From an optimization exercise on the open Yosys and OpenROAD flow, aimed at a short achievable clock period and few clock cycles per item; shortcuts taken in it are not production practice. Only simulation tests tie the RTL to the original design; equivalence was not proved. The clock port is modelled as an ideal driver; clocking choices that lean on that would not hold on a real chip. No activity file was given, so power comes from the tool's default toggle rates.

== run D ==
## swt16_top
module swt16_top (
   input  wire        clock,
   input  wire        rst,
   input  wire        instr_valid,
   input  wire [15:0] instr,
   output wire        instr_ready,
   output wire        wb_valid,
   input  wire        wb_ready,
   output wire [3:0]  wb_reg_idx,
   output wire [15:0] wb_data
);
Size in the first run: about 3600 cells after synthesis, roughly 42 I/O pins, about 31000 sq um of cells after synthesis.
clock: 4.6 ns
lec_check: 0
cap_margin: 20
core_margin: 2
core_utilization: 40
setup_slack_margin: 4.5
slew_margin: 20
dont_use_cells: sky130_fd_sc_hd__a2111oi_0 sky130_fd_sc_hd__a2111oi_1 sky130_fd_sc_hd__a2111oi_2 sky130_fd_sc_hd__a2111oi_4 sky130_fd_sc_hd__a2111o_1 sky130_fd_sc_hd__a2111o_2 sky130_fd_sc_hd__a2111o_4 sky130_fd_sc_hd__o2111ai_1 sky130_fd_sc_hd__o2111ai_2 sky130_fd_sc_hd__o2111ai_4 sky130_fd_sc_hd__o2111a_1 sky130_fd_sc_hd__o2111a_2 sky130_fd_sc_hd__o2111a_4 sky130_fd_sc_hd__mux4_1 sky130_fd_sc_hd__mux4_2 sky130_fd_sc_hd__mux4_4 sky130_fd_sc_hd__or4_1 sky130_fd_sc_hd__or4_2 sky130_fd_sc_hd__or4_4 sky130_fd_sc_hd__or4b_1 sky130_fd_sc_hd__or4b_2 sky130_fd_sc_hd__or4b_4 sky130_fd_sc_hd__or4bb_1 sky130_fd_sc_hd__or4bb_2 sky130_fd_sc_hd__or4bb_4 sky130_fd_sc_hd__nor4_1 sky130_fd_sc_hd__nor4_2 sky130_fd_sc_hd__nor4_4 sky130_fd_sc_hd__nor4b_1 sky130_fd_sc_hd__nor4b_2 sky130_fd_sc_hd__nor4b_4 sky130_fd_sc_hd__nor4bb_1 sky130_fd_sc_hd__nor4bb_2 sky130_fd_sc_hd__nor4bb_4 sky130_fd_sc_hd__or3_1 sky130_fd_sc_hd__or3_2 sky130_fd_sc_hd__or3_4 sky130_fd_sc_hd__or3b_1 sky130_fd_sc_hd__or3b_2 sky130_fd_sc_hd__or3b_4 sky130_fd_sc_hd__a222oi_1 sky130_fd_sc_hd__and4_0 sky130_fd_sc_hd__and4_1 sky130_fd_sc_hd__and4_2 sky130_fd_sc_hd__and4_4 sky130_fd_sc_hd__and4b_0 sky130_fd_sc_hd__and4b_1 sky130_fd_sc_hd__and4b_2 sky130_fd_sc_hd__and4b_4 sky130_fd_sc_hd__and4bb_0 sky130_fd_sc_hd__and4bb_1 sky130_fd_sc_hd__and4bb_2 sky130_fd_sc_hd__and4bb_4 sky130_fd_sc_hd__nand4_0 sky130_fd_sc_hd__nand4_1 sky130_fd_sc_hd__nand4_2 sky130_fd_sc_hd__nand4_4 sky130_fd_sc_hd__nand4b_0 sky130_fd_sc_hd__nand4b_1 sky130_fd_sc_hd__nand4b_2 sky130_fd_sc_hd__nand4b_4 sky130_fd_sc_hd__nand4bb_0 sky130_fd_sc_hd__nand4bb_1 sky130_fd_sc_hd__nand4bb_2 sky130_fd_sc_hd__nand4bb_4 sky130_fd_sc_hd__a311oi_0 sky130_fd_sc_hd__a311oi_1 sky130_fd_sc_hd__a311oi_2 sky130_fd_sc_hd__a311oi_4 sky130_fd_sc_hd__a311o_0 sky130_fd_sc_hd__a311o_1 sky130_fd_sc_hd__a311o_2 sky130_fd_sc_hd__a311o_4 sky130_fd_sc_hd__o311ai_0 sky130_fd_sc_hd__o311ai_1 sky130_fd_sc_hd__o311ai_2 sky130_fd_sc_hd__o311ai_4 sky130_fd_sc_hd__o311a_0 sky130_fd_sc_hd__o311a_1 sky130_fd_sc_hd__o311a_2 sky130_fd_sc_hd__o311a_4 sky130_fd_sc_hd__a41oi_0 sky130_fd_sc_hd__a41oi_1 sky130_fd_sc_hd__a41oi_2 sky130_fd_sc_hd__a41oi_4 sky130_fd_sc_hd__a41o_0 sky130_fd_sc_hd__a41o_1 sky130_fd_sc_hd__a41o_2 sky130_fd_sc_hd__a41o_4 sky130_fd_sc_hd__o41ai_0 sky130_fd_sc_hd__o41ai_1 sky130_fd_sc_hd__o41ai_2 sky130_fd_sc_hd__o41ai_4 sky130_fd_sc_hd__o41a_0 sky130_fd_sc_hd__o41a_1 sky130_fd_sc_hd__o41a_2 sky130_fd_sc_hd__o41a_4 sky130_fd_sc_hd__a2bb2oi_0 sky130_fd_sc_hd__a2bb2oi_1 sky130_fd_sc_hd__a2bb2oi_2 sky130_fd_sc_hd__a2bb2oi_4 sky130_fd_sc_hd__o2bb2ai_0 sky130_fd_sc_hd__o2bb2ai_1 sky130_fd_sc_hd__o2bb2ai_2 sky130_fd_sc_hd__o2bb2ai_4 sky130_fd_sc_hd__a221oi_0 sky130_fd_sc_hd__a221oi_1 sky130_fd_sc_hd__a221oi_2 sky130_fd_sc_hd__a221oi_4 sky130_fd_sc_hd__o221ai_0 sky130_fd_sc_hd__o221ai_1 sky130_fd_sc_hd__o221ai_2 sky130_fd_sc_hd__o221ai_4 sky130_fd_sc_hd__a32oi_0 sky130_fd_sc_hd__a32oi_1 sky130_fd_sc_hd__a32oi_2 sky130_fd_sc_hd__a32oi_4 sky130_fd_sc_hd__o32ai_0 sky130_fd_sc_hd__o32ai_1 sky130_fd_sc_hd__o32ai_2 sky130_fd_sc_hd__o32ai_4 sky130_fd_sc_hd__and3b_0 sky130_fd_sc_hd__and3b_1 sky130_fd_sc_hd__and3b_2 sky130_fd_sc_hd__and3b_4 sky130_fd_sc_hd__nor3b_0 sky130_fd_sc_hd__nor3b_1 sky130_fd_sc_hd__nor3b_2 sky130_fd_sc_hd__nor3b_4 sky130_fd_sc_hd__or2b_0 sky130_fd_sc_hd__or2b_1 sky130_fd_sc_hd__or2b_2 sky130_fd_sc_hd__or2b_4  sky130_fd_sc_hd__mux2_1 sky130_fd_sc_hd__mux2_2 sky130_fd_sc_hd__mux2_4 sky130_fd_sc_hd__mux2_8 sky130_fd_sc_hd__mux2i_1 sky130_fd_sc_hd__mux2i_2 sky130_fd_sc_hd__mux2i_4 sky130_fd_sc_hd__mux2i_8  sky130_fd_sc_hd__a221o_1 sky130_fd_sc_hd__a221o_2 sky130_fd_sc_hd__a221o_4 sky130_fd_sc_hd__a211o_1 sky130_fd_sc_hd__a211o_2 sky130_fd_sc_hd__a211o_4 sky130_fd_sc_hd__a21o_1 sky130_fd_sc_hd__a21o_2 sky130_fd_sc_hd__a21o_4 sky130_fd_sc_hd__a22o_1 sky130_fd_sc_hd__a22o_2 sky130_fd_sc_hd__a22o_4 sky130_fd_sc_hd__o221a_1 sky130_fd_sc_hd__o221a_2 sky130_fd_sc_hd__o221a_4 sky130_fd_sc_hd__o211a_1 sky130_fd_sc_hd__o211a_2 sky130_fd_sc_hd__o211a_4 sky130_fd_sc_hd__o21a_1 sky130_fd_sc_hd__o21a_2 sky130_fd_sc_hd__o21a_4 sky130_fd_sc_hd__o22a_1 sky130_fd_sc_hd__o22a_2 sky130_fd_sc_hd__o22a_4 sky130_fd_sc_hd__a2bb2o_1 sky130_fd_sc_hd__a2bb2o_2 sky130_fd_sc_hd__a2bb2o_4 sky130_fd_sc_hd__o2bb2a_1 sky130_fd_sc_hd__o2bb2a_2 sky130_fd_sc_hd__o2bb2a_4 sky130_fd_sc_hd__a21bo_1 sky130_fd_sc_hd__a21bo_2 sky130_fd_sc_hd__a21bo_4 sky130_fd_sc_hd__o21ba_1 sky130_fd_sc_hd__o21ba_2 sky130_fd_sc_hd__o21ba_4 sky130_fd_sc_hd__a32o_1 sky130_fd_sc_hd__a32o_2 sky130_fd_sc_hd__a32o_4 sky130_fd_sc_hd__o32a_1 sky130_fd_sc_hd__o32a_2 sky130_fd_sc_hd__o32a_4 sky130_fd_sc_hd__a31o_1 sky130_fd_sc_hd__a31o_2 sky130_fd_sc_hd__a31o_4 sky130_fd_sc_hd__o31a_1 sky130_fd_sc_hd__o31a_2 sky130_fd_sc_hd__o31a_4 sky130_fd_sc_hd__a311o_1 sky130_fd_sc_hd__a311o_2 sky130_fd_sc_hd__a311o_4 sky130_fd_sc_hd__o311a_1 sky130_fd_sc_hd__o311a_2 sky130_fd_sc_hd__o311a_4 
buffer_ports_args: -buffer_cell sky130_fd_sc_hd__buf_4
pre_cts_tcl: /design/flow/flow/cts_pre.tcl
standard.sh (not shown) runs the stock make flow with config.mk's settings and CLKGATE_MAP_FILE= SYNTH_SCRIPT=/design/flow/synth_recipe.tcl, a recipe that flattens the netlist after the stock synthesis.
==> flow/flow/run.sh <==
#!/bin/bash
# Standard ORFS layout (the standard.sh, all steps) with three settings
# added to config.mk:
#  - slow cells (4-input and/or stacks, mux4, mux2, a2111/o2111, and the
#    two-stage non-inverting and-or/or-and gates) are added to the don't-use
#    list, so synthesis and repair build the logic from faster gates. Only
#    combinational cells are listed: the registers are mapped exactly as in
#    the standard synthesis.
#  - the port buffers are inserted as buf_4 instead of the default delay-type
#    buffer, which footprint-matched resizing can not replace later.
#  - cts_pre.tcl (PRE_CTS_TCL) keeps TritonCTS's leaf buffers but replaces
#    its upper tree by four clkbuf_16 fed straight from the clock port, so
#    every register is two buffers from the port (a shorter, balanced tree).
# Each ORFS step logs to orfs/logs/...; standard.sh's own output goes to
# standard.log.
set -euo pipefail
here=$(cd "$(dirname "$0")" && pwd)
echo "export DONT_USE_CELLS = $(cat "$here/dont_use.txt")" >> config.mk
echo "export BUFFER_PORTS_ARGS = -buffer_cell sky130_fd_sc_hd__buf_4" >> config.mk
echo "export PRE_CTS_TCL = $here/cts_pre.tcl" >> config.mk
bash standard.sh > standard.log 2>&1
Other scripts of this flow, unchanged in this note and not shown: flow/flow/cts_pre.tcl, flow/flow/dont_use.txt
Testbench counts of run D, summed over its fixed seeds: cycles 40,040, items 40,000.
Relative to run D, the following input files were edited for run E:
Settings: SETUP_SLACK_MARGIN: 4.5 -> 3.6.
### Flow results
Run E consumes more power than run D does.
Diff run D -> run E: shortest period the worst path allows shrank by 0.019 ns, portion of total power attributed to combinational logic shrank by 1.4 points, combinational cell power shrank by about 10%, setup slack grew by 0.019 ns, core utilization shrank by 2.5 points.
Run E has completed all stages; timing, DRC and antenna checks passed.

port drivers added, routing unchanged:
In the flow no input, the clock included, has a driving cell. The finished layouts below were timed again as built, in two steps. Step 1 (the two cells are an assumption about what drives the block):
set clk [get_ports {clock}]
set_driving_cell -lib_cell sky130_fd_sc_hd__clkbuf_16 $clk
set_driving_cell -lib_cell sky130_fd_sc_hd__buf_2 [delete_from_list [all_inputs] $clk]
Step 2 moves the port delays by t, midway between the first and last clock arrival at a register: inputs arrive t later, outputs are due t later. That takes back most of the time a late clock gives input paths. a / b / c = no drivers / after step 1 / after step 2; a / b = the first two.
| run | t (ns) | setup slack, ns | worst setup path after step 2 | pins driven straight from the clock port |
|---|---|---|---|---|
| run D | 0.619 | 2.586 / 2.586 / 2.203 | input to register | 4 |
| run E | 0.615 | 2.605 / 2.589 / 2.247 | input to register | 4 |
After both steps every run listed still meets setup and hold. The setup slack of run D, which loses most, moves by 0.000 ns with the drivers and by -0.383 ns with both steps.
